This is an optimization exercise on Yosys and OpenROAD, whose aim is small area, a short achievable clock period and few clock cycles per item, not a production implementation. In this exercise RTL edits were held to simulation tests only and were not proved equivalent to the original.

**design/flow/config.mk**
```make
export PLATFORM = sky130hd
export DESIGN_NAME = diff_drive_odometry
export DESIGN_NICKNAME = diff_drive_odometry
export VERILOG_FILES = /design/flow/design.v
export SDC_FILE = /design/flow/constraint.sdc
export NUM_CORES = 8
export LEC_CHECK = 0
export CAP_MARGIN = 35
export CORE_MARGIN = 2
export CORE_UTILIZATION = 40
export SETUP_SLACK_MARGIN = 5
export SLEW_MARGIN = 35
export TNS_END_PERCENT = 100
```
**design/flow/constraint.sdc**
```tcl
create_clock -name core_clock -period 12.0 [get_ports {clk}]
set_input_delay 2.4000 -clock core_clock [delete_from_list [all_inputs] [get_ports {clk}]]
set_output_delay 2.4000 -clock core_clock [all_outputs]
set_load 0.01 [all_outputs]
```
**design/flow/design.v**
```verilog
package odo_pkg;
	localparam int unsigned CFG_W = 31;
	localparam logic [CFG_W-1:0] SPACING_RST = 31'd36438;
	localparam logic [CFG_W-1:0] CIRC_RST = 31'd39716;
	localparam logic [63:0] ANG_PI = 64'd1686629713;
	localparam logic [63:0] ANG_TWO_PI = 64'd3373259426;
	localparam logic [31:0] ANG_HALF_PI = 32'd843314857;
	localparam logic [31:0] CORDIC_GAIN = 32'd326016437;
endpackage
module odo_add #(
	parameter int W = 64
) (
	input  logic [W-1:0] a,
	input  logic [W-1:0] b,
	input  logic         ci,
	output logic [W:0]   s
);
	localparam int N = W + 1;
	function automatic int levels(input int n);
		int l;
		l = 0;
		while ((1 << l) < n) l++;
		levels = l;
	endfunction
	localparam int L = levels(N);
	logic [N-1:0] g [L+1];
	logic [N-1:0] p [L+1];
	assign g[0] = {a & b, ci};
	assign p[0] = {a ^ b, 1'b0};
	for (genvar l = 0; l < L; l++) begin : g_lvl
		for (genvar i = 0; i < N; i++) begin : g_bit
			if (((i >> l) & 1) == 1) begin : g_op
				localparam int J = ((i >> l) << l) - 1;
				assign g[l+1][i] = g[l][i] | (p[l][i] & g[l][J]);
				assign p[l+1][i] = p[l][i] & p[l][J];
			end else begin : g_pass
				assign g[l+1][i] = g[l][i];
				assign p[l+1][i] = p[l][i];
			end
		end
	end
	assign s = {g[L][N-1], p[0][N-1:1] ^ g[L][N-2:0]};
endmodule
import odo_pkg::*;
module odo_muldiv #(
	parameter int NQ = 3
) (
	input  logic        clk,
	input  logic        arst_n,
	input  logic        load,
	input  logic [1:0]  sel,
	input  logic        zero,
	input  logic        nneg,
	input  logic [63:0] n,
	input  logic        neg,
	input  logic [23:0] us,
	input  logic [25:0] us3,
	output logic        busy,
	output logic [31:0] q0,
	output logic [31:0] q1,
	output logic [31:0] q2
);
	logic        busy_q, first_q, hi_q, neg_q, nneg_q;
	logic [1:0]  sel_q;
	logic [3:0]  cnt_q;
	logic [23:0] r_q, rn;
	logic [31:0] d_q;
	logic [31:0] res, wdat;
	logic [1:0]  qd;
	logic [25:0] v;
	logic [26:0] t1, t2, t3;
	logic        wr, sat, last, ok1, ok2, ok3;
	logic [27:0] t1w, t2w, t3w;
	assign v = {r_q, d_q[31:30]};
	odo_add #(27) u_s1 (.a({1'b0, v}), .b(~{3'b000, us}), .ci(1'b1), .s(t1w));
	odo_add #(27) u_s2 (.a({1'b0, v}), .b(~{2'b00, us, 1'b0}), .ci(1'b1), .s(t2w));
	odo_add #(27) u_s3 (.a({1'b0, v}), .b(~{1'b0, us3}), .ci(1'b1), .s(t3w));
	assign t1 = t1w[26:0];
	assign t2 = t2w[26:0];
	assign t3 = t3w[26:0];
	always_comb begin
		ok1 = !t1[26];
		ok2 = !t2[26];
		ok3 = !t3[26];
		sat = hi_q || ok2;
		last = (cnt_q == 4'd15);
		if (ok3) rn = t3[23:0];
		else if (ok2) rn = t2[23:0];
		else if (ok1) rn = t1[23:0];
		else rn = v[23:0];
		qd = {ok2, ok3 | (ok1 & !ok2)};
		res = {d_q[29:0], qd} ^ {32{neg_q}};
		wr = 1'b0;
		wdat = res;
		if (load && zero) begin
			wr = 1'b1;
			wdat = 32'd0;
		end else if (busy_q && first_q && (sat || nneg_q)) begin
			wr = 1'b1;
			wdat = nneg_q ? 32'd0 : (neg_q ? 32'h80000000 : 32'h7fffffff);
		end else if (busy_q && last) begin
			wr = 1'b1;
		end
	end
	always_ff @(posedge clk or negedge arst_n) begin
		if (!arst_n) begin
			busy_q <= 1'b0;
		end else begin
			if (load) begin
				busy_q <= !zero;
			end else if (busy_q) begin
				if ((first_q && (sat || nneg_q)) || last) begin
					busy_q <= 1'b0;
				end
			end
		end
	end
	always_ff @(posedge clk) begin
		if (load) begin
			r_q <= {1'b0, n[54:32]};
			d_q <= (zero && sel == 2'd1) ? 32'd0 : n[31:0];
		end else begin
			r_q <= rn;
			if (busy_q) begin
				if (wr && sel_q == 2'd1) d_q <= wdat;
				else d_q <= {d_q[29:0], qd};
			end
		end
		if (load) begin
			sel_q <= sel;
			hi_q <= |n[63:55];
			neg_q <= neg;
			nneg_q <= nneg;
			first_q <= 1'b1;
			cnt_q <= '0;
		end else if (busy_q) begin
			first_q <= 1'b0;
			cnt_q <= cnt_q + 4'd1;
		end
		if (wr && ((load ? sel : sel_q) == 2'd0)) q0 <= wdat;
		if (wr && ((load ? sel : sel_q) == 2'd2) && NQ > 2) q2 <= wdat;
	end
	assign busy = busy_q;
	assign q1 = d_q;
endmodule
import odo_pkg::*;
module odo_cordic (
	input  logic        clk,
	input  logic        arst_n,
	input  logic        start,
	input  logic [31:0] angle,
	output logic        busy,
	output logic [31:0] x_o,
	output logic [31:0] y_o,
	output logic        flip_o
);
	function automatic logic [31:0] atan_q29(input logic [4:0] i);
		logic [31:0] v;
		case (i)
			5'd0: v = 32'd421657428;
			5'd1: v = 32'd248918915;
			5'd2: v = 32'd131521918;
			5'd3: v = 32'd66762579;
			5'd4: v = 32'd33510843;
			5'd5: v = 32'd16771758;
			5'd6: v = 32'd8387925;
			5'd7: v = 32'd4194219;
			5'd8: v = 32'd2097141;
			5'd9: v = 32'd1048575;
			default: v = 32'd1 << (5'd29 - i);
		endcase
		atan_q29 = v;
	endfunction
	logic        run_q, flip_q;
	logic [4:0]  i_q;
	logic [31:0] x_q, y_q, z_q;
	logic [31:0] x_sh, y_sh, z_in, z_op, x_nx, y_nx, z_nx;
	logic        dsub, zsub, fold_hi, fold_lo;
	logic [32:0] x_w, y_w, z_w;
	odo_add #(32) u_ax (.a(x_q), .b(y_sh ^ {32{dsub}}), .ci(dsub), .s(x_w));
	odo_add #(32) u_ay (.a(y_q), .b(x_sh ^ {32{!dsub}}), .ci(!dsub), .s(y_w));
	odo_add #(32) u_az (.a(z_in), .b(z_op ^ {32{zsub}}), .ci(zsub), .s(z_w));
	always_comb begin
		x_sh = $signed(x_q) >>> i_q;
		y_sh = $signed(y_q) >>> i_q;
		fold_hi = $signed(angle) > $signed(ANG_HALF_PI);
		fold_lo = $signed(angle) < -$signed(ANG_HALF_PI);
		dsub = !z_q[31];
		x_nx = x_w[31:0];
		y_nx = y_w[31:0];
		if (start) begin
			z_in = angle;
			z_op = (fold_hi || fold_lo) ? ANG_PI[31:0] : 32'd0;
			zsub = fold_hi;
		end else begin
			z_in = z_q;
			z_op = atan_q29(i_q);
			zsub = dsub;
		end
		z_nx = z_w[31:0];
	end
	always_ff @(posedge clk or negedge arst_n) begin
		if (!arst_n) begin
			run_q <= 1'b0;
			i_q <= '0;
		end else begin
			if (start) begin
				run_q <= 1'b1;
				i_q <= '0;
			end else if (run_q) begin
				i_q <= i_q + 5'd1;
				if (i_q == 5'd23) begin
					run_q <= 1'b0;
				end
			end
		end
	end
	always_ff @(posedge clk) begin
		if (start || run_q) begin
			z_q <= z_nx;
		end
		if (start) begin
			x_q <= CORDIC_GAIN;
			y_q <= '0;
			flip_q <= fold_hi || fold_lo;
		end else if (run_q) begin
			x_q <= x_nx;
			y_q <= y_nx;
		end
	end
	assign busy = run_q;
	assign x_o = x_q;
	assign y_o = y_q;
	assign flip_o = flip_q;
endmodule
import odo_pkg::*;
module diff_drive_odometry (
	input  logic               clk,
	input  logic               arst_n,
	input  logic               in_valid,
	output logic               in_stall,
	input  logic signed [31:0] left_angle,
	input  logic signed [31:0] right_angle,
	input  logic [23:0]        elapsed_us,
	output logic               out_valid,
	input  logic               out_stall,
	output logic signed [31:0] pos_x,
	output logic signed [31:0] pos_y,
	output logic signed [31:0] heading,
	output logic signed [31:0] speed_x,
	output logic signed [31:0] speed_y,
	output logic signed [31:0] turn_rate,
	output logic signed [31:0] left_speed,
	output logic signed [31:0] right_speed,
	output logic               rate_invalid,
	input  logic               cfg_we,
	input  logic               cfg_index,
	input  logic [CFG_W-1:0]   cfg_data
);
	localparam int
		IDLE = 0, DELTA = 1, MUL1 = 2, N360 = 3, NRA1 = 4, NRB1 = 5, DIV1 = 6, RES1 = 7,
		CA1 = 8, CB1 = 9, CC1 = 10, CD1 = 11, SPN1 = 12, TH1 = 13, TH2 = 14, NRA2 = 15,
		NRB2 = 16, DIV2 = 17, TH3 = 18, NRA3 = 19, NRB3 = 20, DIV3 = 21, WAD1 = 22,
		WAD2 = 23, PH1 = 24, PH2 = 25, PH3 = 26, TC = 27, CA2 = 28, CB2 = 29, CC2 = 30,
		CD2 = 31, SPN2 = 32, DXY = 33, MUL2 = 34, NDX = 35, NRA4 = 36, NRB4 = 37,
		DIV4 = 38, SGN = 39, CA3 = 40, CB3 = 41, CC3 = 42, CD3 = 43, SPN3 = 44, W1 = 45,
		MUL3 = 46, W2 = 47, MUL4 = 48, RP = 49, FIN1 = 50, FIN2 = 51, RPF = 52, NS = 53;
	logic [NS-1:0] st, st_d;
	logic [CFG_W-1:0] spacing_q, circ_q;
	logic [31:0] pl_q, pr_q, px_q, py_q, ph_q;
	logic        ov_q, stall_q, rinv_q;
	logic [23:0] us_q;
	logic [25:0] us3_q;
	logic        thclamp_q;
	logic [64:0] acc_a, acc_b;
	logic [63:0] x_a, x_b, m_q, th_q;
	logic [6:0]  cnt_q;
	logic [5:0]  kd_q;
	logic        neg_a, neg_b, negth_q, mode_a, mode_b;
	logic        mz1_q, straight_q, btwo_q, bone_q, sneg_q;
	logic        lnld2_q, lnneg2_q, mfirst_q;
	logic        ia_a_q, ia_b_q, ib_a_q, ib_b_q, oa_acc_a_q, oa_acc_b_q, tcclamp_q;
	logic        ci_a_q, ci_b_q, negcyc_q, ng_a_q, ng_b_q, flp_a_q, flp_b_q, spc_a_q, spc_b_q, spnld_q;
	logic        f1_q, f2_q, f3_q, f4_q;
	logic        cor_start, cor_busy, cor_flip;
	logic [31:0] cor_angle, cor_x, cor_y;
	odo_cordic u_cor (
		.clk    (clk),
		.arst_n (arst_n),
		.start  (cor_start),
		.angle  (cor_angle),
		.busy   (cor_busy),
		.x_o    (cor_x),
		.y_o    (cor_y),
		.flip_o (cor_flip)
	);
	logic        ln_load0, ln_load1;
	logic [1:0]  ln_sel0, ln_sel1;
	logic        ln_busy0, ln_busy1;
	logic [63:0] ln_n0;
	logic        spneg_a, spneg_b;
	logic [31:0] q_vl, q_vx, q_vr, q_vy, q_vt, q_unused;
	logic        us_zero;
	logic [64:0] sum_a, sum_b;
	odo_muldiv #(.NQ(3)) u_ln0 (
		.clk(clk), .arst_n(arst_n), .load(ln_load0), .sel(ln_sel0), .zero(us_zero), .nneg(lnld2_q ? acc_a[64] : sum_a[64]),
		.n(lnld2_q ? {7'd0, acc_a[63:7]} : sum_a[63:0]), .neg(lnld2_q ? lnneg2_q : spneg_a), .us(us_q), .us3(us3_q), .busy(ln_busy0),
		.q0(q_vl), .q1(q_vx), .q2(q_vt)
	);
	odo_muldiv #(.NQ(2)) u_ln1 (
		.clk(clk), .arst_n(arst_n), .load(ln_load1), .sel(ln_sel1), .zero(us_zero), .nneg(sum_b[64]),
		.n(sum_b[63:0]), .neg(spneg_b), .us(us_q), .us3(us3_q), .busy(ln_busy1),
		.q0(q_vr), .q1(q_vy), .q2(q_unused)
	);
	function automatic logic [6:0] lzc64(input logic [63:0] v);
		logic [7:0] nz;
		logic [2:0] gl [8];
		logic [7:0] b;
		logic [2:0] g;
		logic [2:0] l;
		for (int k = 0; k < 8; k++) begin
			b = v[8*k +: 8];
			nz[k] = |b;
			if (b[7]) l = 3'd0;
			else if (b[6]) l = 3'd1;
			else if (b[5]) l = 3'd2;
			else if (b[4]) l = 3'd3;
			else if (b[3]) l = 3'd4;
			else if (b[2]) l = 3'd5;
			else if (b[1]) l = 3'd6;
			else l = 3'd7;
			gl[k] = l;
		end
		if (nz[7]) g = 3'd0;
		else if (nz[6]) g = 3'd1;
		else if (nz[5]) g = 3'd2;
		else if (nz[4]) g = 3'd3;
		else if (nz[3]) g = 3'd4;
		else if (nz[2]) g = 3'd5;
		else if (nz[1]) g = 3'd6;
		else g = 3'd7;
		lzc64 = (nz == 8'd0) ? 7'd64 : {1'b0, g, gl[3'd7 - g]};
	endfunction
	function automatic logic [64:0] sx(input logic [63:0] v);
		sx = {v[63], v};
	endfunction
	logic c_mul, c_div, c_nra, c_nrb, c_ca, c_cb, c_cc, c_cd, c_spn, c_enb;
	logic c_oa_acc, c_oa_x, c_ob_acc, c_ob_x, c_bk_a, c_bk_b, c_bx_a, c_th_a;
	logic c_iabs_a, c_iabs_b, c_acc_sx_a, c_acc_65_a, c_acc_sx_b, c_acc_65_b;
	logic c_acc_clr_a, c_acc_clr_b, c_xsum_a, c_xsum_b;
	function automatic logic [31:0] ctl(input logic [NS-1:0] s);
		logic mul, div, divb, ca, cb, cc, cd, spn;
		logic [31:0] r;
		mul = s[MUL1] | s[MUL2] | s[MUL3] | s[MUL4];
		div = s[DIV1] | s[DIV2] | s[DIV3] | s[DIV4];
		divb = s[DIV1] | s[DIV3] | s[DIV4];
		ca = s[CA1] | s[CA2] | s[CA3];
		cb = s[CB1] | s[CB2] | s[CB3];
		cc = s[CC1] | s[CC2] | s[CC3];
		cd = s[CD1] | s[CD2] | s[CD3];
		spn = s[SPN1] | s[SPN3];
		r[0] = mul;
		r[1] = div;
		r[2] = s[NRA1] | s[NRA2] | s[NRA3] | s[NRA4];
		r[3] = s[NRB1] | s[NRB2] | s[NRB3] | s[NRB4];
		r[4] = ca;
		r[5] = cb;
		r[6] = cc;
		r[7] = cd;
		r[8] = spn;
		r[9] = !(s[TH2] | s[NRA2] | s[NRB2] | s[DIV2] | s[TH3] | s[NRA3] | s[NRB3] | s[DIV3]
			| s[WAD1] | s[WAD2] | s[PH1] | s[PH2] | s[PH3] | s[TC] | s[CA2] | s[CB2] | s[CC2]
			| s[CD2] | s[SPN2]);
		r[10] = mul | div | s[N360] | cb | cc | cd | s[PH1] | s[PH3] | s[SPN2]
			| s[NDX] | s[RP] | s[RPF];
		r[11] = s[DELTA] | s[RES1] | s[TH3] | s[SGN];
		r[12] = mul | divb | s[N360] | cb | cc | cd | s[NDX] | s[RP] | s[RPF];
		r[13] = s[DELTA] | s[RES1] | s[TH1] | s[SGN];
		r[14] = !(s[DELTA] | mul | div | ca | cb | cc | cd | s[TH1] | s[PH1] | s[TC] | s[NDX]);
		r[15] = !(s[DELTA] | mul | divb | ca | cb | cc | cd | s[TH1] | s[NDX]);
		r[16] = cd | s[TH1];
		r[17] = s[TC] | s[NDX];
		r[18] = s[N360] | s[NDX] | s[TH2];
		r[19] = s[N360] | s[NDX];
		r[20] = mul | ca | cb | cc | cd | s[TH1] | s[TH3] | s[WAD2] | s[PH1] | s[RP] | s[RPF];
		r[21] = div | s[N360] | s[TH2] | s[NDX] | s[SPN1] | s[SPN2] | s[SPN3];
		r[22] = mul | s[CA1] | s[CB1] | s[CC1] | s[CD1] | s[CA3] | s[CB3] | s[CC3] | s[CD3]
			| s[RP] | s[RPF];
		r[23] = s[DIV1] | s[DIV4] | s[N360] | s[NDX] | s[DIV2] | s[TH3] | s[SPN1] | s[SPN3];
		r[24] = s[IDLE] | s[W1] | s[DXY];
		r[25] = s[IDLE] | s[W1] | s[NRB2];
		r[26] = s[DELTA] | s[TC] | s[SGN];
		r[27] = s[DELTA] | s[SGN] | s[TH1];
		r[28] = s[DIV2] | s[TH3];
		r[29] = s[DIV1] | s[DIV3] | s[DIV4];
		r[31:30] = '0;
		ctl = r;
	endfunction
	logic [31:0] ctl_q;
	logic        c_horn, c_divb;
	assign c_horn = ctl_q[28];
	assign c_divb = ctl_q[29];
	assign {c_xsum_b, c_xsum_a, c_acc_clr_b, c_acc_clr_a, c_acc_65_b, c_acc_sx_b, c_acc_65_a,
		c_acc_sx_a, c_iabs_b, c_iabs_a, c_th_a, c_bx_a, c_bk_b, c_bk_a, c_ob_x, c_ob_acc,
		c_oa_x, c_oa_acc, c_enb, c_spn, c_cd, c_cc, c_cb, c_ca, c_nrb, c_nra, c_div,
		c_mul} = ctl_q[27:0];
	logic [64:0] opa_a, opb_a, opa_b, opb_b;
	logic [65:0] sum2_a, sum2_b;
	odo_add #(65) u_adda (.a(opa_a ^ {65{ia_a}}), .b(opb_a ^ {65{ib_a}}), .ci(ci_a_q), .s(sum2_a));
	odo_add #(65) u_addb (.a(opa_b ^ {65{ia_b}}), .b(opb_b ^ {65{ib_b}}), .ci(ci_b_q), .s(sum2_b));
	logic        ia_a, ib_a, ia_b, ib_b;
	logic [64:0] k_a, k_b;
	logic [63:0] dval, xm_a, xm_b, thc;
	logic [6:0]  lz_n;
	logic [7:0]  kdiff;
	logic [5:0]  kclamp;
	logic [31:0] spacing1;
	logic [31:0] sat_a, sat_b;
	always_comb begin
		spacing1 = (spacing_q == '0) ? 32'd1 : {1'b0, spacing_q};
		dval = '0;
		if (st[NRA1]) dval = 64'd360;
		if (st[NRA2]) dval = {32'd0, spacing1};
		if (st[NRA3]) dval = ANG_TWO_PI;
		if (st[NRA4]) dval = {th_q[62:0], 1'b0};
		lz_n = lzc64(acc_a[63:0] | (c_enb ? acc_b[63:0] : 64'd0));
		kdiff = {1'b0, lzc64(dval)} - {1'b0, lz_n};
		kclamp = kdiff[7] ? 6'd0 : kdiff[5:0];
		xm_a = ({64{bone_q}} & x_a) | ({64{btwo_q}} & {x_a[62:0], 1'b0});
		xm_b = ({64{bone_q}} & x_b) | ({64{btwo_q}} & {x_b[62:0], 1'b0});
		thc = tcclamp_q ? 64'h0002000000000000 : th_q;
		k_a = '0;
		k_b = '0;
		if (st[N360]) begin k_a = 65'd180; k_b = 65'd180; end
		if (c_horn) k_b = sx(ANG_TWO_PI);
		if (st[TH2]) k_a = {34'd0, spacing1[31:1]};
		if (spnld_q) begin k_a = {42'd0, us_q[23:1]}; k_b = {42'd0, us_q[23:1]}; end
		if (st[SPN2]) k_a = {35'd0, us_q, 6'd0};
		if (st[WAD2]) begin
			if (!negth_q) k_a = f1_q ? sx(ANG_TWO_PI) : (f3_q ? -sx(ANG_TWO_PI) : 65'd0);
			else k_a = f2_q ? -sx(ANG_TWO_PI) : (f4_q ? sx(ANG_TWO_PI) : 65'd0);
		end
		if (st[PH3]) k_a = f1_q ? -sx(ANG_TWO_PI) : (f2_q ? sx(ANG_TWO_PI) : 65'd0);
		if (st[RP] | st[RPF]) begin
			k_a = {4'd0, px_q, 29'h0fffffff + {28'd0, !acc_a[63]}};
			k_b = {4'd0, py_q, 29'h0fffffff + {28'd0, !acc_b[63]}};
		end
		opa_a = ({65{oa_acc_a_q}} & acc_a)
			| ({65{c_oa_x}} & sx(x_a))
			| ({65{st[TH1]}} & sx(x_b))
			| ({65{c_ca}} & sx(x_a << 14))
			| ({65{spnld_q}} & {1'b0, acc_a[57:0], 6'd0})
			| ({65{st[TH2]}} & sx(acc_a[63:0] << 29))
			| ({65{st[WAD2]}} & acc_b);
		opa_b = ({65{oa_acc_b_q}} & acc_b)
			| ({65{c_ob_x}} & sx(x_b))
			| ({65{c_ca}} & sx(x_b << 14))
			| ({65{spnld_q}} & {1'b0, acc_b[57:0], 6'd0})
			| ({65{c_horn}} & {acc_b[63:0], x_a[0]});
		opb_a = ({65{c_bk_a}} & k_a)
			| ({65{st[DELTA]}} & {{33{pl_q[31]}}, pl_q})
			| sx(xm_a)
			| ({65{c_div}} & {1'b0, m_q})
			| ({65{c_ca}} & sx(x_a << 10))
			| ({65{c_cb}} & sx(x_a << 8))
			| ({65{c_cc}} & sx(x_a << 3))
			| ({65{c_bx_a}} & sx(x_a))
			| ({65{st[PH1]}} & {{33{ph_q[31]}}, ph_q})
			| ({65{c_th_a}} & {1'b0, thc});
		opb_b = ({65{c_bk_b}} & k_b)
			| ({65{st[DELTA]}} & {{33{pr_q[31]}}, pr_q})
			| sx(xm_b)
			| ({65{c_divb}} & {1'b0, m_q})
			| ({65{c_ca}} & sx(x_b << 10))
			| ({65{c_cb}} & sx(x_b << 8))
			| ({65{c_cc}} & sx(x_b << 3))
			| ({65{c_cd}} & sx(x_b))
			| ({65{st[TH1]}} & sx(x_a))
			| ({65{st[NDX]}} & {1'b0, th_q});
		ia_a = ia_a_q;
		ia_b = ia_b_q;
		ib_a = ib_a_q;
		ib_b = ib_b_q;
		sum_a = sum2_a[64:0];
		sum_b = sum2_b[64:0];
		if (|x_a[63:31]) sat_a = neg_a ? 32'h80000000 : 32'h7fffffff;
		else sat_a = sum_a[31:0];
		if (|x_b[63:31]) sat_b = neg_b ? 32'h80000000 : 32'h7fffffff;
		else sat_b = sum_b[31:0];
		spneg_a = st[SPN1] ? neg_a : (spc_a_q | (neg_a ^ flp_a_q));
		spneg_b = st[SPN1] ? neg_b : (spc_b_q | (neg_b ^ flp_b_q));
	end
	logic mul_last, div_last, ln0_free, ln01_free, spn_hold;
	always_comb begin
		mul_last = mz1_q;
		div_last = (cnt_q == '0);
		ln0_free = !ln_busy0 && !lnld2_q;
		ln01_free = !ov_q && !ln_busy0 && !ln_busy1 && !lnld2_q;
		ln_load0 = (c_spn & ln01_free & !negcyc_q) | lnld2_q;
		ln_load1 = c_spn & ln01_free & !negcyc_q;
		ln_sel0 = lnld2_q ? 2'd2 : (st[SPN3] ? 2'd1 : 2'd0);
		ln_sel1 = st[SPN3] ? 2'd1 : 2'd0;
		spn_hold = (c_spn & !ln01_free & !negcyc_q) | (st[SPN2] & !ln0_free);
		st_d = '0;
		if (st[IDLE]) begin
			if (in_valid) st_d[DELTA] = 1'b1;
			else st_d[IDLE] = 1'b1;
		end
		if (st[DELTA]) st_d[MUL1] = 1'b1;
		if (st[MUL1]) begin st_d[NRA1] = mul_last; st_d[MUL1] = !mul_last; end
		if (st[N360]) st_d[NRA1] = 1'b1;
		if (st[NRA1]) st_d[NRB1] = 1'b1;
		if (st[NRB1]) st_d[DIV1] = 1'b1;
		if (st[NRB1]) st_d[DIV1] = 1'b1;
		if (st[DIV1]) begin st_d[CA1] = div_last; st_d[DIV1] = !div_last; end
		if (st[RES1]) st_d[CA1] = 1'b1;
		if (st[CA1]) st_d[CB1] = 1'b1;
		if (st[CB1]) st_d[CC1] = 1'b1;
		if (st[CC1]) st_d[CD1] = 1'b1;
		if (st[CD1]) st_d[SPN1] = 1'b1;
		if (st[SPN1]) begin st_d[TH1] = ln01_free; st_d[SPN1] = !ln01_free; end
		if (st[TH1]) st_d[TH2] = 1'b1;
		if (st[TH2]) st_d[NRA2] = 1'b1;
		if (st[NRA2]) st_d[NRB2] = 1'b1;
		if (st[NRB2]) st_d[DIV2] = 1'b1;
		if (st[NRB2]) st_d[DIV2] = 1'b1;
		if (st[DIV2]) begin st_d[TH3] = div_last; st_d[DIV2] = !div_last; end
		if (st[TH3]) begin
			if (x_a == '0) st_d[TC] = 1'b1;
			else st_d[WAD2] = 1'b1;
		end
		if (st[NRA3]) st_d[NRB3] = 1'b1;
		if (st[NRB3]) st_d[DIV3] = 1'b1;
		if (st[DIV3]) begin st_d[WAD1] = div_last; st_d[DIV3] = !div_last; end
		if (st[WAD1]) st_d[WAD2] = 1'b1;
		if (st[WAD2]) st_d[PH1] = 1'b1;
		if (st[PH1]) st_d[PH2] = 1'b1;
		if (st[PH2]) st_d[PH3] = 1'b1;
		if (st[PH3]) st_d[TC] = 1'b1;
		if (st[TC]) st_d[CA2] = 1'b1;
		if (st[CA2]) st_d[CB2] = 1'b1;
		if (st[CB2]) st_d[CC2] = 1'b1;
		if (st[CC2]) st_d[CD2] = 1'b1;
		if (st[CD2]) st_d[SPN2] = 1'b1;
		if (st[SPN2]) begin st_d[DXY] = ln0_free; st_d[SPN2] = !ln0_free; end
		if (st[DXY]) begin st_d[MUL2] = !cor_busy; st_d[DXY] = cor_busy; end
		if (st[MUL2]) begin st_d[NDX] = mul_last; st_d[MUL2] = !mul_last; end
		if (st[NDX]) st_d[NRA4] = 1'b1;
		if (st[NRA4]) st_d[NRB4] = 1'b1;
		if (st[NRB4]) st_d[DIV4] = 1'b1;
		if (st[NRB4]) st_d[DIV4] = 1'b1;
		if (st[DIV4]) begin st_d[CA3] = div_last; st_d[DIV4] = !div_last; end
		if (st[SGN]) st_d[CA3] = 1'b1;
		if (st[CA3]) st_d[CB3] = 1'b1;
		if (st[CB3]) st_d[CC3] = 1'b1;
		if (st[CC3]) st_d[CD3] = 1'b1;
		if (st[CD3]) st_d[SPN3] = 1'b1;
		if (st[SPN3]) begin
			st_d[MUL3] = ln01_free & !cor_busy & !negcyc_q;
			st_d[W1] = ln01_free & cor_busy & !negcyc_q;
			st_d[SPN3] = !ln01_free | negcyc_q;
		end
		if (st[W1]) begin st_d[MUL3] = !cor_busy; st_d[W1] = cor_busy; end
		if (st[MUL3]) begin st_d[MUL4] = mul_last; st_d[MUL3] = !mul_last; end
		if (st[W2]) st_d[MUL4] = 1'b1;
		if (st[MUL4]) begin
			st_d[RP] = mul_last & (ln_busy0 | ln_busy1);
			st_d[RPF] = mul_last & !ln_busy0 & !ln_busy1;
			st_d[MUL4] = !mul_last;
		end
		if (st[RPF]) st_d[IDLE] = 1'b1;
		if (st[RP]) begin
			if (!ln_busy0 && !ln_busy1) st_d[FIN2] = 1'b1;
			else st_d[FIN1] = 1'b1;
		end
		if (st[FIN1]) begin
			if (!ln_busy0 && !ln_busy1) st_d[FIN2] = 1'b1;
			else st_d[FIN1] = 1'b1;
		end
		if (st[FIN2]) st_d[IDLE] = 1'b1;
		cor_start = st[PH1] | (st[DXY] & !cor_busy);
		cor_angle = st[PH1] ? acc_a[31:0] : (straight_q ? ph_q : acc_b[31:0]);
	end
	always_ff @(posedge clk or negedge arst_n) begin
		if (!arst_n) begin
			st <= NS'(1);
			ctl_q <= ctl(NS'(1));
			spacing_q <= SPACING_RST;
			circ_q <= CIRC_RST;
			pl_q <= '0;
			pr_q <= '0;
			px_q <= '0;
			py_q <= '0;
			ph_q <= '0;
			ov_q <= 1'b0;
			stall_q <= 1'b1;
		end else begin
			st <= st_d;
			ctl_q <= ctl(st_d);
			stall_q <= !(st_d[FIN2] | st_d[RPF]);
			if (cfg_we) begin
				if (cfg_index) circ_q <= cfg_data;
				else spacing_q <= cfg_data;
			end
			if (st[FIN2] | st[RPF]) begin
				pl_q <= left_angle;
				pr_q <= right_angle;
				ov_q <= 1'b1;
			end else if (ov_q && !out_stall) begin
				ov_q <= 1'b0;
			end
			if (st[PH3]) ph_q <= sum_a[31:0];
			if (st[RP] | st[RPF]) begin
				px_q <= sum_a[60:29];
				py_q <= sum_b[60:29];
			end
		end
	end
	logic        we_xa, we_xb, we_m, w1go, w2go, dxygo, sat1_a, sat1_b;
	logic [63:0] xa_nx, xb_nx, m_nx, msrc;
	logic [64:0] acca_nx, accb_nx;
	always_comb begin
		sat1_a = st[DIV1] & div_last & (|x_a[62:30]);
		sat1_b = st[DIV1] & div_last & (|x_b[62:30]);
		w1go = (st[W1] & !cor_busy) | (st[SPN3] & ln01_free & !cor_busy);
		w2go = st[W2] | (st[MUL3] & mul_last);
		dxygo = st[DXY] & !cor_busy;
		acca_nx = ({65{c_acc_sx_a}} & sx(sum_a[63:0])) | ({65{c_acc_65_a}} & sum_a)
			| ({65{st[IDLE]}} & 65'd180);
		accb_nx = ({65{c_acc_sx_b}} & sx(sum_b[63:0])) | ({65{c_acc_65_b}} & sum_b)
			| ({65{st[IDLE]}} & 65'd180)
			| ({65{st[DXY] & !straight_q}} & sx(x_b << 29))
			| ({65{st[PH3]}} & {33'd0, ph_q});
		xa_nx = ({64{st[IDLE]}} & {{32{left_angle[31]}}, left_angle})
			| ({64{c_xsum_a}} & sum_a[63:0])
			| ({64{c_mul & !w2go}} & {x_a[61:0], 2'b00})
			| ({64{c_div & !sat1_a}} & {x_a[62:0], !sum_a[64]})
			| ({64{sat1_a}} & {32'd0, neg_a, {31{!neg_a}}})
			| ({64{st[RES1]}} & {{32{sat_a[31]}}, sat_a})
			| ({64{(st[DXY] & !straight_q) | w2go}} & {{32{cor_y[31]}}, cor_y})
			| ({64{w1go}} & {{32{cor_x[31]}}, cor_x})
			| {63'd0, st[DXY] & straight_q};
		we_xa = st[IDLE] | c_xsum_a | c_mul | c_nrb | c_div | st[RES1] | dxygo | w1go | w2go;
		xb_nx = ({64{st[IDLE]}} & {{32{right_angle[31]}}, right_angle})
			| ({64{c_xsum_b}} & sum_b[63:0])
			| ({64{c_mul & !w2go}} & {x_b[61:0], 2'b00})
			| ({64{c_div & !sat1_b}} & {x_b[62:0], !sum_b[64]})
			| ({64{sat1_b}} & {32'd0, neg_b, {31{!neg_b}}})
			| ({64{st[RES1]}} & {{32{sat_b[31]}}, sat_b})
			| ({64{(st[DXY] & !straight_q) | w2go}} & {{32{cor_x[31]}}, cor_x})
			| ({64{w1go}} & {{32{cor_y[31]}}, cor_y});
		we_xb = st[IDLE] | c_xsum_b | c_mul | ((c_nrb | c_div) & c_enb) | st[RES1] | dxygo
			| w1go | w2go;
		msrc = ({64{st[IDLE]}} & {33'd0, circ_q})
			| ({64{st[DXY]}} & x_b)
			| ({64{w1go}} & x_a)
			| ({64{w2go}} & th_q);
		m_nx = msrc
			| ({64{c_nra}} & dval)
			| ({64{c_nra}} & dval)
			| ({64{c_nrb}} & (m_q << kd_q))
			| ({64{c_mul & !w2go}} & {{2{m_q[63]}}, m_q[63:2]})
			| ({64{c_div}} & {1'b0, m_q[63:1]});
		we_m = st[IDLE] | dxygo | w1go | w2go | c_nra | c_nrb | c_mul | (c_div & !div_last);
	end
	logic        mul_nx, mode_a_nx, mode_b_nx;
	logic [2:0]  bd;
	always_comb begin
		mul_nx = st_d[MUL1] | st_d[MUL2] | st_d[MUL3] | st_d[MUL4];
		if (c_mul & !w2go) bd = m_q[3:1];
		else if (st[DELTA]) bd = {m_q[1:0], 1'b0};
		else bd = {msrc[1:0], 1'b0};
		mode_a_nx = mode_a;
		mode_b_nx = mode_b;
		if (st[IDLE]) begin
			mode_a_nx = 1'b0;
			mode_b_nx = 1'b0;
		end
		if (st[DELTA]) begin
			mode_a_nx = sum_a[63];
			mode_b_nx = sum_b[63];
		end
		if (dxygo) begin
			mode_a_nx = !straight_q & cor_flip;
			mode_b_nx = !straight_q & !cor_flip;
		end
		if (w1go) begin
			mode_a_nx = cor_flip ^ neg_a;
			mode_b_nx = cor_flip ^ neg_a;
		end
		if (w2go) begin
			mode_a_nx = !cor_flip ^ neg_b;
			mode_b_nx = cor_flip ^ neg_b;
		end
	end
	logic [31:0] ctl_d;
	logic [64:0] acca_next, accb_next;
	logic        nega_next, negb_next, negth_next, mfirst_next, minva_next, minvb_next;
	logic        negcyc_next, nga_next, ngb_next, flpa_next, flpb_next, spca_next, spcb_next;
	logic        spnla_next, spnlb_next, spnld_next, ia_a_nx, ia_b_nx, ib_a_nx, ib_b_nx;
	logic        asign_next, bsign_next, ibs_a_nx, ibs_b_nx;
	always_comb begin
		ctl_d = ctl(st_d);
		acca_next = ((c_acc_clr_a | c_acc_sx_a | c_acc_65_a) & !spn_hold) ? acca_nx : acc_a;
		accb_next = ((c_acc_clr_b | c_acc_sx_b | c_acc_65_b | dxygo | st[PH3]) & !spn_hold)
			? accb_nx : acc_b;
		nega_next = st[DELTA] ? sum_a[63] : (st[NDX] ? acc_a[63] ^ negth_q ^ sneg_q : neg_a);
		negb_next = st[DELTA] ? sum_b[63] : (st[NDX] ? acc_b[63] ^ negth_q ^ sneg_q : neg_b);
		negth_next = negth_q;
		if (st[TH2]) negth_next = acc_a[63] ^ sneg_q;
		if (st[TH3] && x_a == '0) negth_next = 1'b0;
		mfirst_next = st[SPN3] & ln01_free & !cor_busy & !negcyc_q;
		negcyc_next = st_d[SPN3] & st[CD3] & (acca_next[57] | accb_next[57]);
		nga_next = negcyc_next & acca_next[57];
		ngb_next = negcyc_next & accb_next[57];
		flpa_next = st[CD3] ? 1'b0 : (negcyc_q ? ng_a_q & (|acc_a[56:0]) : flp_a_q);
		flpb_next = st[CD3] ? 1'b0 : (negcyc_q ? ng_b_q & (|acc_b[56:0]) : flp_b_q);
		spca_next = st[CD3] ? 1'b0 : (negcyc_q ? ng_a_q & ~|acc_a[56:0] : spc_a_q);
		spcb_next = st[CD3] ? 1'b0 : (negcyc_q ? ng_b_q & ~|acc_b[56:0] : spc_b_q);
		spnla_next = st_d[SPN1] ? nega_next : (spca_next | (nega_next ^ flpa_next));
		spnlb_next = st_d[SPN1] ? negb_next : (spcb_next | (negb_next ^ flpb_next));
		spnld_next = (st_d[SPN1] | st_d[SPN3]) & !negcyc_next;
		minva_next = mul_nx & (mode_a_nx ^ (bd[2] & !(bd[1] & bd[0])));
		minvb_next = mul_nx & (mode_b_nx ^ (bd[2] & !(bd[1] & bd[0])));
		ia_a_nx = ((ctl_d[18]) & acca_next[63]) | nga_next
			| ((st_d[RES1] | st_d[SGN]) & nega_next) | (st_d[WAD2] & negth_next);
		ia_b_nx = ((ctl_d[19]) & accb_next[63]) | ngb_next
			| ((st_d[RES1] | st_d[SGN]) & negb_next);
		asign_next = c_acc_clr_a ? 1'b0 : (c_div ? sum_a[64] : acc_a[64]);
		bsign_next = c_acc_clr_b ? 1'b0 : ((c_div | c_horn) ? sum_b[64] : acc_b[64]);
		ibs_a_nx = st_d[DELTA] | (st_d[TH1] & !(nega_next ^ negb_next)) | ctl_d[4] | minva_next
			| (st_d[SPN2] & negth_next);
		ibs_b_nx = st_d[DELTA] | (st_d[TH1] & (nega_next ^ negb_next)) | ctl_d[4] | minvb_next;
		ib_a_nx = ibs_a_nx | (ctl_d[1] & !asign_next) | (spnld_next & spnla_next);
		ib_b_nx = ibs_b_nx | ((ctl_d[1] | ctl_d[28]) & !bsign_next) | (spnld_next & spnlb_next);
	end
	always_ff @(posedge clk) begin
		ia_a_q <= ia_a_nx;
		ia_b_q <= ia_b_nx;
		ib_a_q <= ib_a_nx;
		ib_b_q <= ib_b_nx;
		ci_a_q <= ia_a_nx | ibs_a_nx | (ctl_d[1] & !asign_next) | (spnld_next & spnla_next & !us_q[0]);
		ci_b_q <= ia_b_nx | ibs_b_nx | ((ctl_d[1] | ctl_d[28]) & !bsign_next)
			| (spnld_next & spnlb_next & !us_q[0]);
		negcyc_q <= negcyc_next;
		ng_a_q <= nga_next;
		ng_b_q <= ngb_next;
		flp_a_q <= flpa_next;
		flp_b_q <= flpb_next;
		spc_a_q <= spca_next;
		spc_b_q <= spcb_next;
		spnld_q <= spnld_next;
		oa_acc_a_q <= (ctl_d[10] & !mfirst_next) | negcyc_next;
		oa_acc_b_q <= (ctl_d[12] & !mfirst_next) | negcyc_next;
		tcclamp_q <= st_d[TC] & (st[TH3] ? |x_a[63:49] : thclamp_q);
	end
	always_ff @(posedge clk) begin
		if ((c_acc_clr_a | c_acc_sx_a | c_acc_65_a) & !spn_hold) acc_a <= acca_nx;
		if ((c_acc_clr_b | c_acc_sx_b | c_acc_65_b | dxygo | st[PH3]) & !spn_hold) acc_b <= accb_nx;
		if (we_xa) x_a <= xa_nx;
		if (we_xb) x_b <= xb_nx;
		if (we_m) m_q <= m_nx;
		if (c_nra) kd_q <= kclamp;
		if (c_nrb) cnt_q <= {1'b0, kd_q};
		if (c_div) cnt_q <= cnt_q - 7'd1;
		if (c_mul) mz1_q <= (m_q[63:3] == '0) | (m_q[63:3] == '1);
		if (st[IDLE] | dxygo | w1go | w2go) mz1_q <= (msrc[63:1] == '0) | (msrc[63:1] == '1);
		bone_q <= mul_nx & (bd[1] ^ bd[0]);
		btwo_q <= mul_nx & ((bd[2] & !bd[1] & !bd[0]) | (!bd[2] & bd[1] & bd[0]));
		mfirst_q <= st[SPN3] & ln01_free & !cor_busy & !negcyc_q;
		lnld2_q <= st[SPN2] & ln0_free;
		lnneg2_q <= negth_q;
		if (st[DELTA] | st[NDX]) begin
			neg_a <= nega_next;
			neg_b <= negb_next;
		end
		if (st[TH2]) negth_q <= acc_a[63] ^ sneg_q;
		if (st[TH1]) sneg_q <= neg_b;
		if (st[TH3]) begin
			th_q <= x_a;
			thclamp_q <= |x_a[63:49];
			straight_q <= (x_a == '0);
			if (x_a == '0) negth_q <= 1'b0;
		end
		if (st[DXY] & !cor_busy & straight_q) th_q <= 64'd1;
		if (w1go) th_q <= x_b;
		if (st[DELTA]) begin
			mode_a <= sum_a[63];
			mode_b <= sum_b[63];
		end
		if (st[IDLE]) begin
			mode_a <= 1'b0;
			mode_b <= 1'b0;
			us_q <= elapsed_us;
		end
		if (st[DXY] & !cor_busy) begin
			mode_a <= !straight_q & cor_flip;
			mode_b <= !straight_q & !cor_flip;
		end
		if (w1go) begin
			mode_a <= cor_flip ^ neg_a;
			mode_b <= cor_flip ^ neg_a;
		end
		if (w2go) begin
			mode_a <= !cor_flip ^ neg_b;
			mode_b <= cor_flip ^ neg_b;
		end
		if (st[TH3]) begin
			f1_q <= $signed(sum_b[34:0]) < -$signed(ANG_PI[34:0]);
			f2_q <= $signed(sum_b[34:0]) <= -$signed(ANG_PI[34:0]);
			f3_q <= $signed(sum_b[34:0]) >= $signed(ANG_PI[34:0]);
			f4_q <= $signed(sum_b[34:0]) > $signed(ANG_PI[34:0]);
		end
		if (st[PH2]) begin
			f1_q <= $signed(acc_a[34:0]) >= $signed(ANG_PI[34:0]);
			f2_q <= $signed(acc_a[34:0]) < -$signed(ANG_PI[34:0]);
		end
		if (st[FIN2] | st[RPF]) rinv_q <= us_zero;
		if (st[DELTA]) us3_q <= {2'b00, us_q} + {1'b0, us_q, 1'b0};
	end
	assign us_zero = (us_q == 24'd0);
	assign in_stall = stall_q;
	assign out_valid = ov_q;
	assign pos_x = px_q;
	assign pos_y = py_q;
	assign heading = ph_q;
	assign speed_x = q_vx;
	assign speed_y = q_vy;
	assign turn_rate = q_vt;
	assign left_speed = q_vl;
	assign right_speed = q_vr;
	assign rate_invalid = rinv_q;
endmodule
```
**design/flow/run.sh**
```bash
#!/bin/bash
# synth_recipe.tcl (not shown) runs the flow's synth.tcl, then flattens the netlist and writes it again
# the make line also repeats each setting of config.mk as NAME=value (left out here)
make -C /OpenROAD-flow-scripts/flow DESIGN_CONFIG=/design/flow/config.mk WORK_HOME=/design/flow/orfs CLKGATE_MAP_FILE= SYNTH_SCRIPT=/design/flow/synth_recipe.tcl finish
```
==> results_dict.tcl, run 1 <==
set metrics [dict create \
    ys.warnings.count 15 \
    grt_start_max_net_pins 87 \
    postSynthAreaPerCell_um2 8.91 \
    detail_route.wl_per_cell_um 44.8 \
    netlist-cell-type-count 110 \
    ys_seq_elements 1113 \
    reg2reg_setup_slack_ns 4.96 \
    finalSetupViolations 0 \
    synthArstFlopShare_pct 27.3 \
    drive_gt1_share_pct 14.4 \
    die_y_um 480 \
    cts_tree "yes" \
    dp_hpwl_um 435000 \
    fin_crit_sh_pct 58.7 \
    clkTransAtPathRegs_ns 0.06 \
    synth_edf_count 656 \
    vias 101000 \
    initial_utilization_pct 40.3 \
    rows 174 \
    antenna_found_initial 79 \
    drt_first_pass_iters 17 \
    drt_wl_total_um 604000 \
    clock_latency_ns 0.88 \
    cp-start-kind "flop" \
    worstPathMaxFanout 10 \
    fillerInstances 21600 \
    synth_area_leader_cell "edfxtp_1" \
    critPathCaptureType "flop" \
    h-tree-depth 4 \
    rsz0062_at_grt "yes" \
    r2r_start "acc_a[12]" \
    syn_to_final_growth_pct 17.5 \
    netlist_instances 10200 \
    cp_cell_sequence "nor3_1, nand3_1, nor3_4, nor4_1, o21ai_0, a21boi_2, nor2b_2, a41oi_1, o221ai_1, nand2_1, ha_1, a21o_1, a21o_1, a21o_1, a21o_1, a21o_1, a21oi_1, nor2_1" \
    cts.sinks 1113 \
    min_from "st[40]" \
    core_mm2 0.225 \
    critPathKind "flop to flop" \
    cp_num_buf_inv 0 \
    netlist_area_mm2 0.0907 \
    dieArea_mm2 0.231 \
    ys_seq_area_share_pct 33.5 \
    drv_slew 0 \
    netlist.area_leader.share_pct 21.7 \
    mostFrequentLayoutCells "nand2_1, edfxtp_1, o21ai_0, a21oi_1, nor2_1" \
    critPathTopFamily "compound AO/OA/AOI/OAI gates" \
    io_buffers 383 \
    io_pins 384 \
    die_width_um 480 \
    yosys-top-cells-area "edfxtp_1, dfrtp_1, ha_1" \
    cts_hold_buf 0 \
    rr_endpoint "kd_q[3]" \
    whs_endpoint "st[41]" \
    maxCapViolations 0 \
    grt_pass1_vias 92100 \
    ant_nets 0 \
    cts_root_buf "clkbuf_16" \
    synth_flop_cell "edfxtp_1" \
    clk_path_buf_depth 3 \
    nets 10900 \
    final_common_cell "nand2_1" \
    finClkSkew_ns 0.0626 \
    gp_congestion 1.15 \
    numCtsBuffers 143 \
    max_stage_delay_ns 0.85 \
    worstMarginPinSlew_ns 1.15 \
    min_path_type "flop to flop" \
    synth_nets 10800 \
    fin_setup_tns_ns 0 \
    ff2ff_path_depth 18 \
    status "timing/DRC/antenna clean" \
    fin_crit_ns 7.04 \
    drt-vias-per-instance 7.45 \
    drt_drc_violations_left 0 \
    first_iter_violations 21100 \
    overflow 0 \
    hold_path_depth 0 \
    crit_path_frequent_cell "a21o_1" \
    timing.slew.headroom_pct 23.1 \
    cpMaxStageDelayCell "edfxtp_1" \
    worstPathRequired_ns 12.57 \
    grt_pass1_wl_um 801000 \
    track_usage_pct 50.0 \
    hold_viol 0 \
    arrival_ns 7.61 \
    fmax_mhz 142 \
]
sequential cells by signal, indices dropped and copies added (netlist names), 32 cells and up:
register / count
u_cor.z_q: 32
x_a: 64
py_q: 32
u_cor.y_q: 32
u_ln0.q0: 32
ph_q: 32
pl_q: 32
px_q: 32
u_ln1.q0: 32
x_b: 64
acc_b: 65
m_q: 64
pr_q: 32
st: 46
u_cor.x_q: 32
acc_a: 65
u_ln0.d_q: 32
th_q: 64
u_ln0.q2: 32
u_ln1.d_q: 32
timing repair:
action	CTS	global route
buffers inserted	50	55
setup endpoints to repair	60	29
resized for setup	109	123
cloned	2	6
pin swaps	21	46
Yosys cell counts (50+ instances only):
master    number
nand3_1      276
a221o_1       66
clkbuf_1     796
fa_1          50
buf_1        157
nor3_1       105
o21ai_0      649
a31oi_1       77
a21o_1       170
nand2_1     1224
xor2_1       338
mux2i_1      156
a222oi_1     355
a22o_1       198
a221oi_1     239
nand4_1      197
mux4_2        87
nand2b_1      56
and2_1        62
dfrtp_1      282
a21oi_1      636
nor4_1       111
o21a_1        61
xnor2_1      413
nor2b_1       72
inv_1        234
o211ai_1      63
ha_1         418
mux2_2       212
nor2_1       543
edfxtp_1     656
a22oi_1      387
dfxtp_1      153
worst max-delay path by stage:
stage / startpoint / to / slack (ns) / cells past startpoint
after floorplan: st[1] / ci_b_q / 5.18 / 28
after global placement: st[52] / ci_b_q / 3.18 / 32
after detailed placement: st[52] / ci_b_q / 3.08 / 28
after CTS: st[14] / ci_a_q / 5.00 / 37
after global routing: spnld_q / ci_b_q / 4.91 / 31
final: acc_a[12] / kd_q[3] / 4.96 / 18
area by class of cell:
cell class / count / area [um^2] / share of cell area (%)
Multi-Input combinational cell: 7844 / 57300 / 53.7
Sequential cell: 1113 / 30500 / 28.6
Timing Repair Buffer: 966 / 9030 / 8.47
Clock buffer: 184 / 4010 / 3.76
Tap cell: 2992 / 3740 / 3.51
Clock inverter: 84 / 1020 / 0.957
Inverter: 245 / 937 / 0.879
Antenna cell: 63 / 158 / 0.148
kinds of logic after synthesis:
logic type	after synthesis	synth area share (%)
multiplexers	467	6.84
AO/OA/AOI/OAI	3306	25.9
XOR/XNOR	751	7.25
flip-flops	1113	33.5
AND/OR/NAND/NOR	2851	14.4
buffers and inverters	1228	5.22
adder cells (fa/ha/maj)	468	6.87
metal layers:
layer  GRT usage [%]  wire length (um)  vias to the layer above
met5            2.55               948                        -
met4            42.2             65400                       48
met3            21.7             86900                     2794
met2            70.0            242000                     9110
met1            58.3            208000                    49300
li1                -                 -                    39200
per-stage QoR:
step	area [um^2]	utilization (%)	std cells	hold WS (ns)	worst slack [ns]
finish	107000	47.4	13500	0.401	4.96
CTS	105000	46.7	13400	0.396	5.00
global route	107000	47.3	13400	0.402	4.91
floorplan	90700	-	10200	0.329	5.18
detailed placement	99000	44.0	13000	0.380	3.08
global placement	98400	43.7	13000	0.371	3.18
worst register-to-register path, stage by stage, from the launching register on:
cell,delay (ns)
edfxtp_1,0.85
nor3_1,0.47
nand3_1,0.49
nor3_4,0.58
nor4_1,0.11
o21ai_0,0.28
a21boi_2,0.27
nor2b_2,0.61
a41oi_1,0.28
o221ai_1,0.74
nand2_1,0.25
ha_1,0.33
a21o_1,0.17
a21o_1,0.19
a21o_1,0.18
a21o_1,0.20
a21o_1,0.18
a21oi_1,0.40
nor2_1,0.18
Testbench counts, summed over its fixed seeds: cycles 142,110, items 960.
==> inputs of run 2 (changes only) <==
==> design/flow/flow/run.sh (new file) <==
#!/bin/bash
# The standard layout, with timing repair aimed 6 ns below the 12 ns clock period
# (the constraints are unchanged; repair just works toward a tighter internal target)
set -euo pipefail
bash standard.sh SETUP_SLACK_MARGIN=6 TNS_END_PERCENT=100 finish > flow_standard.log 2>&1
==> design/flow/standard.sh (new file) <==
#!/bin/bash
# synth_recipe.tcl (not shown) runs the flow's synth.tcl, then flattens the netlist and writes it again
# the make line also repeats each setting of config.mk as NAME=value (left out here)
make -C /OpenROAD-flow-scripts/flow DESIGN_CONFIG=/design/flow/config.mk WORK_HOME=/design/flow/orfs CLKGATE_MAP_FILE= SYNTH_SCRIPT=/design/flow/synth_recipe.tcl "${@:-finish}"
--- a/design/flow/config.mk
+++ b/design/flow/config.mk
@@ -9,5 +9,3 @@
 export CORE_MARGIN = 2
 export CORE_UTILIZATION = 40
-export SETUP_SLACK_MARGIN = 5
 export SLEW_MARGIN = 35
-export TNS_END_PERCENT = 100
removed: design/flow/run.sh
==> run 2 against run 1 <==
  * Still clean on timing, DRC and antenna
  * Core utilization grew 1.2 points
  * Area after synthesis is the same
  * Flip-flop and latch count is the same
  * Global-route usage grew 0.97 points
  * Sequential share of layout area shrank 0.72 points
  * Synthesized cell count is the same
  * Clock skew shrank 0.020 ns
  * First-iteration DRC count grew 3.8%
  * Largest cell class unchanged
==> results_dict.tcl, run 2 <==
set metrics [dict create \
    status "timing/DRC/antenna clean" \
    use_met2_pct 70.9 \
    synthMostInstantiatedCell "nand2_1" \
    syn_to_final_growth_pct 20.6 \
    first_iter_violations 21900 \
    synthArstFlopShare_pct 27.3 \
    netlist_area_mm2 0.0907 \
    grt-busiest-layer "met2" \
    synth_edf_count 656 \
    antenna_found_initial 92 \
    io_pins 384 \
    clk_path_buf_depth 3 \
    dp_hpwl_um 435000 \
    ys.warnings.count 15 \
    drt_drc_violations_left 0 \
    detail_route.wl_per_cell_um 45.1 \
    netlist.area_leader.share_pct 21.7 \
    cts.sinks 1113 \
    synth_area_leader_cell "edfxtp_1" \
    cts_hold_buf 0 \
    yosys-top-cells-area "edfxtp_1, dfrtp_1, ha_1" \
    fin_setup_tns_ns 0 \
    track_usage_pct 51.0 \
    synth_nets 10800 \
    maxCapViolations 0 \
    die_y_um 480 \
    cp-start-kind "flop" \
    netlist-cell-type-count 110 \
    grt_start_max_net_pins 122 \
    fin_util_pct 48.6 \
    critPathKind "flop to flop" \
    arrival_ns 7.69 \
    drv_slew 0 \
    clkTransAtPathRegs_ns 0.06 \
    synth.top_cells.by_count "nand2_1, clkbuf_1, edfxtp_1" \
    grt_pass1_vias 93400 \
    overflow 0 \
    vias 103000 \
    drt_wl_total_um 617000 \
    cpMaxStageDelayCell "edfxtp_1" \
    fin_crit_sh_pct 58.0 \
    cts_root_buf "clkbuf_16" \
    drt-vias-per-instance 7.52 \
    worstPathRequired_ns 12.74 \
    drive_gt1_share_pct 16.9 \
    numCtsBuffers 141 \
    core_mm2 0.225 \
    top_regs "acc_a x65, acc_b x65" \
    finalSetupViolations 0 \
    drt_first_pass_iters 17 \
    io_buffers 383 \
    worstPathMaxFanout 6 \
    rows 174 \
    max_stage_delay_ns 0.97 \
    finClkSkew_ns 0.0426 \
    mostFrequentLayoutCells "nand2_1, edfxtp_1, o21ai_0, buf_4, a21oi_1" \
    cts_tree "yes" \
    ys_seq_area_share_pct 33.5 \
    h-tree-depth 4 \
    fillerInstances 21600 \
    critPathCaptureType "flop" \
    grt_pass1_wl_um 815000 \
    gp_congestion 1.10 \
    nets 11100 \
    netlist_instances 10200 \
    ant_nets 0 \
    rsz0062_at_grt "yes" \
    initial_utilization_pct 40.3 \
    fmax_mhz 144 \
    ys_seq_elements 1113 \
    grt_use_met1_pct 59.1 \
    final_common_cell "nand2_1" \
    hold_viol 0 \
    clock_latency_ns 0.87 \
    synth_flop_cell "edfxtp_1" \
    die_width_um 480 \
    worstMarginPinSlew_ns 1.17 \
    timing.slew.headroom_pct 21.7 \
    min_path_type "flop to flop" \
    fin_crit_ns 6.96 \
    dieArea_mm2 0.231 \
    met3_usage_pct 23.7 \
    postSynthAreaPerCell_um2 8.91 \
]
## run 2: cell count changes in the layout (fill, tap and decap cells not counted), sizes merged
cell,before,now
bufinv,11,8
buf,575,729
diode,63,81
clkinv,58,56
bufbuf,1,12
inv,250,238
clkbuf,192,200
clkinvlp,10,14
## run 2: worst paths after layout
kind,startpoint,end,slack [ns],depth (start not counted)
max,us_q[9],ci_a_q,5.04,30
min,st[41],st[42],0.40,0
max reg2reg,us_q[9],ci_a_q,5.04,30
min reg2reg,st[41],st[42],0.40,0
max in group asynchronous,arst_n,ctl_q[5],8.33,3
min in group asynchronous,arst_n,py_q[12],1.46,1
## run 2: worst max-delay path, delay by kind of cell (launching register included)
kind	cells	cell delay [ns]
AO/OA/AOI/OAI	17	3.20
XOR/XNOR	5	1.01
adder cells (fa/ha/maj)	2	0.55
buffers and inverters	3	0.55
flip-flops	1	0.97
multiplexers	1	0.15
AND/OR/NAND/NOR	2	0.36
## run 2: area by class of cell
type / count / area (um^2) / area share, %
antenna: 81 / 203 / 0.185
clock buffer: 190 / 3870 / 3.54
clock inverter: 70 / 860 / 0.786
inverter: 245 / 976 / 0.892
multi-input combinational: 7844 / 58300 / 53.3
sequential: 1113 / 30500 / 27.9
tap: 2992 / 3740 / 3.42
timing repair buffer: 1133 / 11000 / 10.0
timing repair inverter: 1 / 11.3 / 0.0103
## run 2: cells by family (layout without fill, tap and decap cells)
kind of cell	Yosys count	count (layout)	synth area share [%]
mux	467	467	6.84
flops	1113	1113	33.5
fa+ha+maj	468	468	6.87
simple gates	2851	2852	14.4
compound gates	3306	3306	25.9
buf+inv	1228	1639	5.22
xor+xnor	751	751	7.25
other cells	0	81	0
## run 2: layer usage
| metal | routed length [um] | up-vias | share of wire, % |
|---|---|---|---|
| li1 | - | 39600 | - |
| met1 | 212000 | 50400 | 34 |
| met2 | 244000 | 9640 | 40 |
| met3 | 91500 | 3048 | 15 |
| met4 | 68000 | 54 | 11 |
| met5 | 846 | - | 0.14 |
## run 2: per-stage QoR
step / std cells / hold slack (ns) / setup slack [ns] / instance area, um^2
2_1_floorplan: 10200 / 0.330 / 5.94 / 90800
3_3_place_gp: 13000 / 0.384 / 3.64 / 98500
3_5_place_dp: 13000 / 0.380 / 3.66 / 99100
4_1_cts: 13500 / 0.394 / 5.31 / 107000
5_1_grt: 13600 / 0.422 / 5.02 / 109000
6_report: 13700 / 0.405 / 5.04 / 109000
## run 2: repair_timing
| item | 4_1_cts | 5_1_grt |
|---|---|---|
| resized for setup | 358 | 154 |
| hold endpoints to repair | 0 | 0 |
| cloned | 16 | 9 |
| buffers inserted | 148 | 94 |
| endpoints found under the setup margin | 310 | 94 |
| pin swaps | 105 | 99 |

[separate check: timing with driven ports]
How much do the figures lean on ideal ports? The routed layouts below were timed once more, with nothing changed but the port constraints.
Step 1, drivers: a clkbuf_16 drives clk and a buf_2 each remaining input, both assumed.
Step 2 moves the port delays by t, midway between the first and last clock arrival at a register: inputs arrive t later, outputs are due t later. That takes back most of the time a late clock gives input paths.
Slacks: ideal / step 1 / step 2; pairs: ideal / step 1.
run	t (ns)	setup slack, ns	hold slack, ns	cell pins on the clock port's net
run 1	0.955	4.957 / 4.957 / 4.957	0.401 / 0.401 / 0.401	1
run 2	0.959	5.043 / 5.043 / 5.043	0.405 / 0.405 / 0.405	1
After both steps setup and hold are still met in every run listed.
